From an optimization exercise on the open Yosys and OpenROAD flow, aimed at small area; shortcuts taken in it are not production practice. In this exercise RTL edits were held to simulation tests only and were not proved equivalent to the original. Power figures rest on the tool's default switching activity, not on a simulated workload.

==> flow/design.v <==
package cpu_pkg;
    typedef logic [16-1:0] word_t;
    typedef struct packed {
        logic [5:0] opcode;
        logic [2:0] rx;
        logic [2:0] ry;
        logic [3:0] unused;
    } instr_t;
    typedef enum logic [2:0] {
        BUS_NONE, BUS_REG, BUS_TEMP, BUS_SUM, BUS_RX, BUS_RY, BUS_MEM, BUS_PC
    } bus_src_e;
    typedef enum logic [3:0] {
        DST_NONE, DST_A, DST_B, DST_REG, DST_TEMP, DST_MAR,
        DST_PC, DST_SEL, DST_IR, DST_SUM, DST_MEM
    } reg_dst_e;
    typedef enum logic [3:0] {
        ALU_NOP, ALU_NOT, ALU_INC, ALU_DEC, ALU_ADD, ALU_SUB, ALU_AND, ALU_OR, ALU_XOR
    } alu_op_e;
    typedef enum logic [2:0] {
        FLOW_NONE, FLOW_COUNT, FLOW_DONE, FLOW_HALT, FLOW_FLAG
    } flow_e;
    typedef struct packed {
        logic [8-1:0] next_addr;
        flow_e                   flow;
        alu_op_e                 alu_op;
        reg_dst_e                reg_dst;
        bus_src_e                bus_src;
    } ctrl_word_t;
    typedef struct packed {
        word_t addr;
        logic  we;
        word_t wdata;
    } mem_req_t;
    function automatic [21:0] cw(input logic [8-1:0] nxt, input flow_e fl,
                                      input alu_op_e op, input reg_dst_e dst,
                                      input bus_src_e src);
        cw = {nxt, fl, op, dst, src};
    endfunction
    function automatic [8-1:0] op_addr(input logic [5:0] opcode);
        op_addr = {{(8-6){1'b0}}, opcode};
    endfunction
endpackage
`timescale 1ns/100ps
module alu
(
    input  cpu_pkg::word_t   a,
    input  cpu_pkg::word_t   b,
    input  cpu_pkg::alu_op_e op,
    output cpu_pkg::word_t   result
);
    always_comb begin
        case (op)
            cpu_pkg::ALU_NOT: result = ~a;
            cpu_pkg::ALU_INC: result = a + cpu_pkg::word_t'(1);
            cpu_pkg::ALU_DEC: result = a - cpu_pkg::word_t'(1);
            cpu_pkg::ALU_ADD: result = a + b;
            cpu_pkg::ALU_SUB: result = a - b;
            cpu_pkg::ALU_AND: result = a & b;
            cpu_pkg::ALU_OR:  result = a | b;
            cpu_pkg::ALU_XOR: result = a ^ b;
            default: result = a;
        endcase
    end
endmodule
`timescale 1ns/100ps
module microcode_rom
(
    input  logic [8-1:0] uaddr,
    output cpu_pkg::ctrl_word_t              uword
);
    localparam logic [8-1:0] ALU_BASE = 8'd64;
    localparam logic [8-1:0] ALU_END  = 8'd136;
    localparam logic [8-1:0] JMP_BODY = 8'd207;
    localparam logic [8-1:0] MOV_BODY = 8'd208;
    localparam logic [8-1:0] LD_BODY  = 8'd212;
    localparam logic [8-1:0] LDI_BODY = 8'd225;
    localparam logic [8-1:0] ST_BODY  = 8'd234;
    localparam cpu_pkg::ctrl_word_t DONE_WORD = cpu_pkg::cw(8'd255, cpu_pkg::FLOW_DONE, cpu_pkg::ALU_NOP, cpu_pkg::DST_NONE, cpu_pkg::BUS_NONE);
    logic [8-1:0] alu_off;
    function automatic [21:0] alu_entry(input logic [3:0] slot);
        alu_entry = cpu_pkg::cw(ALU_BASE + {1'b0, slot, 3'b000}, cpu_pkg::FLOW_NONE, cpu_pkg::ALU_NOP, cpu_pkg::DST_SEL, cpu_pkg::BUS_RX);
    endfunction
    function automatic [21:0] alu_step(input logic [3:0] slot, input logic [2:0] step);
        logic [8-1:0] base;
        logic                    unary;
        cpu_pkg::alu_op_e                 op;
        cpu_pkg::ctrl_word_t              w;
        base  = ALU_BASE + {1'b0, slot, 3'b000};
        unary = (slot < 4'd3);
        case (slot)
            4'd0:    op = cpu_pkg::ALU_NOT;
            4'd1:    op = cpu_pkg::ALU_INC;
            4'd2:    op = cpu_pkg::ALU_DEC;
            4'd3:    op = cpu_pkg::ALU_AND;
            4'd4:    op = cpu_pkg::ALU_OR;
            4'd5:    op = cpu_pkg::ALU_XOR;
            4'd6:    op = cpu_pkg::ALU_ADD;
            default: op = cpu_pkg::ALU_SUB;
        endcase
        case (step)
            3'd0: w = cpu_pkg::cw(unary ? base + 8'd3 : base + 8'd1, cpu_pkg::FLOW_NONE, cpu_pkg::ALU_NOP, cpu_pkg::DST_A, cpu_pkg::BUS_REG);
            3'd1: w = cpu_pkg::cw(base + 8'd2, cpu_pkg::FLOW_NONE, cpu_pkg::ALU_NOP, cpu_pkg::DST_SEL, cpu_pkg::BUS_RY);
            3'd2: w = cpu_pkg::cw(base + 8'd3, cpu_pkg::FLOW_NONE, cpu_pkg::ALU_NOP, cpu_pkg::DST_B, cpu_pkg::BUS_REG);
            3'd3: w = cpu_pkg::cw(slot == 4'd8 ? 8'd255 : (unary ? base + 8'd5 : base + 8'd4),
                         cpu_pkg::FLOW_FLAG, op, cpu_pkg::DST_SUM, cpu_pkg::BUS_NONE);
            3'd4: w = cpu_pkg::cw(base + 8'd5, cpu_pkg::FLOW_NONE, cpu_pkg::ALU_NOP, cpu_pkg::DST_SEL, cpu_pkg::BUS_RX);
            3'd5: w = cpu_pkg::cw(8'd255, cpu_pkg::FLOW_NONE, cpu_pkg::ALU_NOP, cpu_pkg::DST_REG, cpu_pkg::BUS_SUM);
            default: w = DONE_WORD;
        endcase
        alu_step = w;
    endfunction
    assign alu_off = uaddr - ALU_BASE;
    always_comb begin
        case (uaddr)
            cpu_pkg::op_addr(6'd0): uword = cpu_pkg::cw(8'd255, cpu_pkg::FLOW_HALT, cpu_pkg::ALU_NOP, cpu_pkg::DST_NONE, cpu_pkg::BUS_NONE);
            cpu_pkg::op_addr(6'd4):  uword = alu_entry(4'd0);
            cpu_pkg::op_addr(6'd5):  uword = alu_entry(4'd1);
            cpu_pkg::op_addr(6'd6):  uword = alu_entry(4'd2);
            cpu_pkg::op_addr(6'd7):  uword = alu_entry(4'd3);
            cpu_pkg::op_addr(6'd8):   uword = alu_entry(4'd4);
            cpu_pkg::op_addr(6'd9):  uword = alu_entry(4'd5);
            cpu_pkg::op_addr(6'd10):  uword = alu_entry(4'd6);
            cpu_pkg::op_addr(6'd12):  uword = alu_entry(4'd7);
            cpu_pkg::op_addr(6'd16):  uword = alu_entry(4'd8);
            cpu_pkg::op_addr(6'd23), cpu_pkg::op_addr(6'd24), cpu_pkg::op_addr(6'd25):
                uword = cpu_pkg::cw(JMP_BODY, cpu_pkg::FLOW_NONE, cpu_pkg::ALU_NOP, cpu_pkg::DST_MAR, cpu_pkg::BUS_PC);
            JMP_BODY:      uword = cpu_pkg::cw(8'd255, cpu_pkg::FLOW_NONE, cpu_pkg::ALU_NOP, cpu_pkg::DST_PC, cpu_pkg::BUS_MEM);
            cpu_pkg::op_addr(6'd32): uword = cpu_pkg::cw(MOV_BODY, cpu_pkg::FLOW_NONE, cpu_pkg::ALU_NOP, cpu_pkg::DST_SEL, cpu_pkg::BUS_RY);
            MOV_BODY:         uword = cpu_pkg::cw(MOV_BODY + 8'd1, cpu_pkg::FLOW_NONE, cpu_pkg::ALU_NOP, cpu_pkg::DST_TEMP, cpu_pkg::BUS_REG);
            MOV_BODY + 8'd1:  uword = cpu_pkg::cw(MOV_BODY + 8'd2, cpu_pkg::FLOW_NONE, cpu_pkg::ALU_NOP, cpu_pkg::DST_SEL, cpu_pkg::BUS_RX);
            MOV_BODY + 8'd2:  uword = cpu_pkg::cw(8'd255, cpu_pkg::FLOW_NONE, cpu_pkg::ALU_NOP, cpu_pkg::DST_REG, cpu_pkg::BUS_TEMP);
            cpu_pkg::op_addr(6'd33):  uword = cpu_pkg::cw(LD_BODY, cpu_pkg::FLOW_NONE, cpu_pkg::ALU_NOP, cpu_pkg::DST_SEL, cpu_pkg::BUS_RY);
            LD_BODY:          uword = cpu_pkg::cw(LD_BODY + 8'd1, cpu_pkg::FLOW_NONE, cpu_pkg::ALU_NOP, cpu_pkg::DST_MAR, cpu_pkg::BUS_REG);
            LD_BODY + 8'd1:   uword = cpu_pkg::cw(LD_BODY + 8'd2, cpu_pkg::FLOW_NONE, cpu_pkg::ALU_NOP, cpu_pkg::DST_SEL, cpu_pkg::BUS_RX);
            LD_BODY + 8'd2:   uword = cpu_pkg::cw(8'd255, cpu_pkg::FLOW_NONE, cpu_pkg::ALU_NOP, cpu_pkg::DST_REG, cpu_pkg::BUS_MEM);
            cpu_pkg::op_addr(6'd35): uword = cpu_pkg::cw(LDI_BODY, cpu_pkg::FLOW_NONE, cpu_pkg::ALU_NOP, cpu_pkg::DST_MAR, cpu_pkg::BUS_PC);
            LDI_BODY:         uword = cpu_pkg::cw(LDI_BODY + 8'd1, cpu_pkg::FLOW_COUNT, cpu_pkg::ALU_NOP, cpu_pkg::DST_TEMP, cpu_pkg::BUS_MEM);
            LDI_BODY + 8'd1:  uword = cpu_pkg::cw(LDI_BODY + 8'd2, cpu_pkg::FLOW_NONE, cpu_pkg::ALU_NOP, cpu_pkg::DST_SEL, cpu_pkg::BUS_RX);
            LDI_BODY + 8'd2:  uword = cpu_pkg::cw(8'd255, cpu_pkg::FLOW_NONE, cpu_pkg::ALU_NOP, cpu_pkg::DST_REG, cpu_pkg::BUS_TEMP);
            cpu_pkg::op_addr(6'd37):  uword = cpu_pkg::cw(ST_BODY, cpu_pkg::FLOW_NONE, cpu_pkg::ALU_NOP, cpu_pkg::DST_SEL, cpu_pkg::BUS_RX);
            ST_BODY:          uword = cpu_pkg::cw(ST_BODY + 8'd1, cpu_pkg::FLOW_NONE, cpu_pkg::ALU_NOP, cpu_pkg::DST_MAR, cpu_pkg::BUS_REG);
            ST_BODY + 8'd1:   uword = cpu_pkg::cw(ST_BODY + 8'd2, cpu_pkg::FLOW_NONE, cpu_pkg::ALU_NOP, cpu_pkg::DST_SEL, cpu_pkg::BUS_RY);
            ST_BODY + 8'd2:   uword = cpu_pkg::cw(8'd255, cpu_pkg::FLOW_NONE, cpu_pkg::ALU_NOP, cpu_pkg::DST_MEM, cpu_pkg::BUS_REG);
            8'd254:       uword = cpu_pkg::cw(8'd255, cpu_pkg::FLOW_COUNT, cpu_pkg::ALU_NOP, cpu_pkg::DST_NONE, cpu_pkg::BUS_NONE);
            default: begin
                if (uaddr >= ALU_BASE && uaddr < ALU_END)
                    uword = alu_step(alu_off[6:3], alu_off[2:0]);
                else
                    uword = DONE_WORD;
            end
        endcase
    end
endmodule
`timescale 1ns/100ps
module control_sequencer
(
    input  logic       clk,
    input  logic       reset,
    input  cpu_pkg::instr_t     ir,
    input  logic       z_flag,
    output cpu_pkg::ctrl_word_t ctrl,
    output logic       halted
);
    typedef enum logic [2:0] {FETCH, FETCH1, EXECUTE, MICRO, HALT} state_e;
    state_e                  state;
    logic [8-1:0] micro_pc;
    logic [8-1:0] entry;
    logic                    skip;
    cpu_pkg::ctrl_word_t              uword;
    microcode_rom u_rom (
        .uaddr (micro_pc),
        .uword (uword)
    );
    assign skip  = (ir.opcode == 6'd24 && !z_flag) || (ir.opcode == 6'd25 && z_flag);
    assign entry = skip ? 8'd254 : cpu_pkg::op_addr(ir.opcode);
    always_ff @(posedge clk or posedge reset) begin
        if (reset) begin
            state    <= FETCH;
            micro_pc <= '0;
        end else begin
            case (state)
                FETCH:   state <= FETCH1;
                FETCH1:  state <= EXECUTE;
                EXECUTE: begin
                    micro_pc <= entry;
                    state    <= MICRO;
                end
                MICRO: begin
                    if (uword.flow == cpu_pkg::FLOW_HALT)
                        state <= HALT;
                    else if (uword.flow == cpu_pkg::FLOW_DONE || uword.next_addr == 8'd255)
                        state <= FETCH;
                    else
                        micro_pc <= uword.next_addr;
                end
                default: state <= HALT;
            endcase
        end
    end
    always_comb begin
        case (state)
            FETCH:   ctrl = cpu_pkg::cw(8'd255, cpu_pkg::FLOW_NONE, cpu_pkg::ALU_NOP, cpu_pkg::DST_MAR, cpu_pkg::BUS_PC);
            FETCH1:  ctrl = cpu_pkg::cw(8'd255, cpu_pkg::FLOW_COUNT, cpu_pkg::ALU_NOP, cpu_pkg::DST_IR, cpu_pkg::BUS_MEM);
            MICRO:   ctrl = uword;
            default: ctrl = cpu_pkg::cw(8'd255, cpu_pkg::FLOW_NONE, cpu_pkg::ALU_NOP, cpu_pkg::DST_NONE, cpu_pkg::BUS_NONE);
        endcase
    end
    assign halted = (state == HALT);
endmodule
`timescale 1ns/100ps
module datapath
(
    input  logic       clk,
    input  logic       reset,
    input  cpu_pkg::ctrl_word_t ctrl,
    input  cpu_pkg::word_t      mem_rdata,
    output cpu_pkg::word_t      bus,
    output cpu_pkg::instr_t     ir,
    output logic       z_flag
);
    localparam int SEL_W = $clog2(8);
    cpu_pkg::word_t            regs [8];
    logic [SEL_W-1:0] sel;
    cpu_pkg::word_t            a;
    cpu_pkg::word_t            b;
    cpu_pkg::word_t            temp;
    cpu_pkg::word_t            sum;
    cpu_pkg::word_t            pc;
    cpu_pkg::word_t            alu_result;
    alu u_alu (
        .a      (a),
        .b      (b),
        .op     (ctrl.alu_op),
        .result (alu_result)
    );
    always_comb begin
        case (ctrl.bus_src)
            cpu_pkg::BUS_REG:  bus = regs[sel];
            cpu_pkg::BUS_TEMP: bus = temp;
            cpu_pkg::BUS_SUM:  bus = sum;
            cpu_pkg::BUS_RX:   bus = cpu_pkg::word_t'(ir.rx);
            cpu_pkg::BUS_RY:   bus = cpu_pkg::word_t'(ir.ry);
            cpu_pkg::BUS_MEM:  bus = mem_rdata;
            cpu_pkg::BUS_PC:   bus = pc;
            default:  bus = '0;
        endcase
    end
    always_ff @(posedge clk or posedge reset) begin
        if (reset) begin
            for (int i = 0; i < 8; i++) begin
                regs[i] <= '0;
            end
            sel    <= '0;
            pc     <= 16'h0000;
            ir     <= '0;
            z_flag <= 1'b0;
        end else begin
            case (ctrl.reg_dst)
                cpu_pkg::DST_REG: regs[sel] <= bus;
                cpu_pkg::DST_SEL: sel <= bus[SEL_W-1:0];
                cpu_pkg::DST_IR:  ir <= cpu_pkg::instr_t'(bus);
                default: ;
            endcase
            if (ctrl.reg_dst == cpu_pkg::DST_PC)
                pc <= bus;
            else if (ctrl.flow == cpu_pkg::FLOW_COUNT)
                pc <= pc + cpu_pkg::word_t'(1);
            if (ctrl.flow == cpu_pkg::FLOW_FLAG)
                z_flag <= (alu_result == '0);
        end
    end
    always_ff @(posedge clk) begin
        case (ctrl.reg_dst)
            cpu_pkg::DST_A:    a <= bus;
            cpu_pkg::DST_B:    b <= bus;
            cpu_pkg::DST_TEMP: temp <= bus;
            cpu_pkg::DST_SUM:  sum <= alu_result;
            default:  ;
        endcase
    end
endmodule
`timescale 1ns/100ps
module mem_port
(
    input  logic       clk,
    input  logic       reset,
    input  cpu_pkg::ctrl_word_t ctrl,
    input  cpu_pkg::word_t      bus,
    output cpu_pkg::mem_req_t   mem_req
);
    cpu_pkg::word_t mar;
    cpu_pkg::word_t wdata;
    logic  we;
    always_ff @(posedge clk or posedge reset) begin
        if (reset) begin
            mar <= '0;
            we  <= 1'b0;
        end else begin
            if (ctrl.reg_dst == cpu_pkg::DST_MAR)
                mar <= bus;
            we <= (ctrl.reg_dst == cpu_pkg::DST_MEM);
        end
    end
    always_ff @(posedge clk) begin
        if (ctrl.reg_dst == cpu_pkg::DST_MEM)
            wdata <= bus;
    end
    assign mem_req = {mar, we, wdata};
endmodule
`timescale 1ns/100ps
module cpu_top
(
    input  logic        clk,
    input  logic        reset,
    input  logic [15:0] mem_rdata,
    output logic [15:0] mem_addr,
    output logic        mem_we,
    output logic [15:0] mem_wdata,
    output logic        halted
);
    cpu_pkg::mem_req_t   mem_req;
    cpu_pkg::ctrl_word_t ctrl;
    cpu_pkg::instr_t     ir;
    logic       z_flag;
    cpu_pkg::word_t      bus;
    control_sequencer u_seq (
        .clk    (clk),
        .reset  (reset),
        .ir     (ir),
        .z_flag (z_flag),
        .ctrl   (ctrl),
        .halted (halted)
    );
    datapath u_dp (
        .clk       (clk),
        .reset     (reset),
        .ctrl      (ctrl),
        .mem_rdata (mem_rdata),
        .bus       (bus),
        .ir        (ir),
        .z_flag    (z_flag)
    );
    mem_port u_mem (
        .clk     (clk),
        .reset   (reset),
        .ctrl    (ctrl),
        .bus     (bus),
        .mem_req (mem_req)
    );
    assign mem_addr  = mem_req.addr;
    assign mem_we    = mem_req.we;
    assign mem_wdata = mem_req.wdata;
endmodule
==> flow/run.sh <==
#!/bin/bash
# synth_recipe.tcl (not shown) runs the flow's synth.tcl, then flattens the netlist and writes it again
# the make line also repeats each setting of config.mk as NAME=value (left out here)
make -C /OpenROAD-flow-scripts/flow DESIGN_CONFIG=/design/flow/config.mk WORK_HOME=/design/flow/orfs CLKGATE_MAP_FILE= SYNTH_SCRIPT=/design/flow/synth_recipe.tcl finish
==> flow/config.mk <==
export PLATFORM = sky130hd
export DESIGN_NAME = cpu_top
export DESIGN_NICKNAME = cpu_top
export VERILOG_FILES = /design/flow/design.v
export SDC_FILE = /design/flow/constraint.sdc
export NUM_CORES = 4
export LEC_CHECK = 0
export CAP_MARGIN = 20
export CORE_MARGIN = 2
export CORE_UTILIZATION = 40
export SLEW_MARGIN = 20
==> flow/constraint.sdc <==
create_clock -name core_clock -period 8.0 [get_ports {clk}]
set_input_delay 1.6000 -clock core_clock [delete_from_list [all_inputs] [get_ports {clk}]]
set_output_delay 1.6000 -clock core_clock [all_outputs]
set_load 0.01 [all_outputs]
==> results.toml <==
[global_route]
grt_max_degree = 126
track_usage_pct = 23.17
overflow = 0
grt_pass1_vias = 12100
antenna_found_initial = 0
grt_pass1_wl_um = 73560

[route]
drtAntennaViolNets = 0
routed_wirelength_um = 47700
first_iter_violations = 1178
drtPass1Iterations = 5
dr_total_vias = 12319
drc = 0
avgRoutedWirePerCell_um = 23.46
viasPerCell = 6.060

[yosys]
ys_seq_area_share_pct = 45.45
ys_seq_elements = 268
synth.avg_cell_area_sq_um = 10.52
syn_nets = 1556
synth-async-reset-ratio_pct = 70.15
syn_area_sq_um = 15640
ys_types = 87
synth-edff-count = 80
synth_top_flop_cell = "dfrtp_1"
postSynthCellCount = 1487
ys_warn_count = 6

[clock_tree]
cts-root-buf = "clkbuf_16"
postCtsSetupBuffers = 0
clockBufferDepth = 3
cts-resized-gates = 0
hold_buffers = 0
insertion_delay_ns = 0.55
cts.sink_count = 268
cts-buffers-inserted = 28
cts_tree = "yes"
cts_max_level = 1
path_clk_slew_ns = 0.07

[floorplan]
die_y_um = 201.7
rows = 72
start_util_pct = 40.46
die-width_um = 201.7
die_area_sq_um = 40690
core_sq_um = 38650
io_pins = 52

[cells_and_area]
final_cell_area_sq_um = 17540
drive_gt1_share_pct = 18.03
areaGrowthSynthToFinish_pct = 12.16
mostFrequentLayoutCells = "dfrtp_1, mux2_2, nand2_1"
final_common_cell = "dfrtp_1"
nets = 1561
fillers = 3625
fin_cells = 2033

[timing]
worst_slew_pin_slew_ns = 1.083
rsz0062_at_grt = "false"
fmax_mhz = 176.8
finClkSkew_ns = 0.02317
fin_crit_sh_pct = 70.69
fin_crit_ns = 5.655
hold_viol = 0
slew_violations = 0
setup_tns_ns = 0
setup-violations-final = 0
timing.slew.headroom_pct = 27.36

[critical_path]
crit_path_start_kind = "register"
crit_slowest_cell = "dfrtp_1"
cp-end-kind = "register"
crit_path_cell_trace = "nand2_1, nor3_1, nand2_1, or3_1, o21ai_0, a21oi_1, ha_1, nor2b_1, o31a_1, o211ai_1, xnor2_1, a211o_1, nand4b_1, nor4_1, nand4b_1, nand2_1"
worst_path_largest_cell_delay_ns = 1.02
crit_required_ns = 8.48
r2r_cells = 16
worst_ep_arrival_time_ns = 6.13
crit_path_frequent_cell = "nand2_1"
crit_fanout = 33
crit_type = "register to register"

[power_and_ir_drop]
irDropWorstVdd_mv = 0.1888
leakage_nw = 7.139
p_per_area_nw_per_um2 = 381.9

[placed_design]
port_buffers = 51
hpwl_um = 33120
dpl_cell_area_sq_um = 16560
place_inst = 1980
gp_congestion = 0.9073

[min_path]
min_delay_path_depth = 1
hold_class = "register to register"

[outcome]
run_status = "timing/DRC/antenna clean"

[run]
max_cap_viol_count = 0
[state kept, by name, indices dropped and copies added, names as in the netlist, 8 cells and up]
register and count:
u_dp.a 16, u_dp.b 16, u_dp.ir 12, u_dp.pc 16, u_dp.regs 128, u_dp.sum 16
u_dp.temp 16, u_mem.mar 16, u_mem.wdata 16, u_seq.micro_pc 8
[metrics by stage]
step           setup WS (ns)  utilization (%)  hold WS (ns)  total power [mW]
6_report               2.345            45.38        0.4951             6.697
5_1_grt                1.916            45.38        0.5153             7.082
4_1_cts                2.519            45.38        0.4947             6.693
3_5_place_dp           2.576            42.86        0.4803             5.314
3_3_place_gp           2.664            42.86        0.4709             5.290
2_1_floorplan          1.286                -        0.4586             4.185
[cell type report]
type,count,area [sq um],area share [%]
Antenna cell,1,2.502,0.01427
Clock buffer,38,778.2,4.437
Clock inverter,14,193.9,1.106
Inverter,61,236.5,1.348
Multi-Input combinational cell,1054,7853,44.77
Sequential cell,268,7107,40.52
Tap cell,518,648.1,3.695
Timing Repair Buffer,79,720.7,4.109
[kinds of logic after synthesis]
logic type | synth area share, %
AOI/OAI and AO/OA | 16.95
xor gates and xnor gates | 0.7281
adders and majority gates | 4.129
buffers and inverters | 4.425
DFF | 45.45
muxes | 14.44
and+or+nand+nor | 13.87
[layer usage]
| metal | track usage, % | up-vias | routed length (um) |
|---|---|---|---|
| met1 | 32.46 | 6151 | 21210 |
| met4 | 9.060 | 0 | 1822 |
| li1 | - | 5628 | - |
| met3 | 2.430 | 95 | 2604 |
| met5 | 0 | - | 0 |
| met2 | 36.98 | 445 | 22060 |
[final timing paths]
check / startpoint / to / slack [ns]
max in group asynchronous: reset / u_dp.regs[0][12] / 5.01
worst max register to register: u_seq.micro_pc[1] / u_dp.z_flag / 2.34
worst max-delay path: u_seq.micro_pc[1] / u_dp.z_flag / 2.34
worst min register to register: u_dp.regs[2][15] / u_dp.regs[2][15] / 0.50
worst min-delay path: u_dp.regs[2][15] / u_dp.regs[2][15] / 0.50
min in group asynchronous: reset / u_dp.regs[7][2] / 1.62
[power by group]
| part | switching (mW) | internal, mW |
|---|---|---|
| Clock | 0.550 | 0.814 |
| Combinational | 2.14 | 1.07 |
| Sequential | 0.254 | 1.87 |
[worst max-delay path, delay by kind of cell (launching register included)]
| kind | cells | cell delay (ns) |
|---|---|---|
| compound gates | 5 | 1.20 |
| xor+xnor | 1 | 0.12 |
| fa+ha+maj | 1 | 0.37 |
| flops | 1 | 1.02 |
| simple gates | 9 | 2.84 |
[Yosys cell counts (6+ instances only)]
master	number	area share [%]
o21a_1	18	0.86
mux2_1	6	0.43
nor2b_1	11	0.44
nand3_1	42	1.3
a221o_1	17	1.1
ha_1	50	4.0
nor2_1	86	2.1
o32ai_1	11	0.62
a211oi_1	11	0.53
and4_1	6	0.34
mux2i_1	22	1.4
a21boi_0	7	0.34
o221ai_1	9	0.50
clkbuf_1	47	1.1
o211ai_1	21	1.0
mux2_2	165	12
a31oi_1	12	0.48
edfxtp_1	80	15
o311ai_0	7	0.39
nor4_1	13	0.52
buf_1	9	0.22
a221oi_1	14	0.78
buf_2	43	1.4
nand4_1	16	0.64
nand2_1	101	2.4
o31ai_1	6	0.29
a22oi_1	11	0.53
dfrtp_1	188	30
or2_2	9	0.36
a21oi_1	67	2.1
and3_1	11	0.44
o21ai_0	78	2.5
a22o_1	10	0.56
o22ai_1	21	0.84
a211o_1	11	0.62
xnor2_1	9	0.50
inv_1	60	1.4
nor3_1	31	0.99
nand2b_1	16	0.64
and2_1	10	0.40
or3_1	11	0.44
or4_1	7	0.34

re-timing with driven ports:
No port has a modelled driver above. Below, the same layout with a new extraction and two added sets of constraints. Step 1 sets driving cells, clkbuf_16 on the clock port and buf_2 on the other inputs (assumed; they add their load-dependent delay and slew). Step 2 moves the port delays by t, midway between the first and last clock arrival at a register: inputs arrive t later, outputs are due t later. That takes back most of the time a late clock gives input paths. Three values: ideal ports, drivers, drivers and shift; two values: the first two.
t, ns: 0.589
slack for setup (ns): 2.345 / 2.345 / 2.345
hold slack, ns: 0.495 / 0.495 / 0.495
latest minus earliest clock arrival (ns): 0.023 / 0.023
worst data-port slew with drivers (ns): 0.04
After both steps this run still meets setup and hold. The setup slack of this run moves by 0.000 ns with the drivers and by 0.000 ns with both steps.
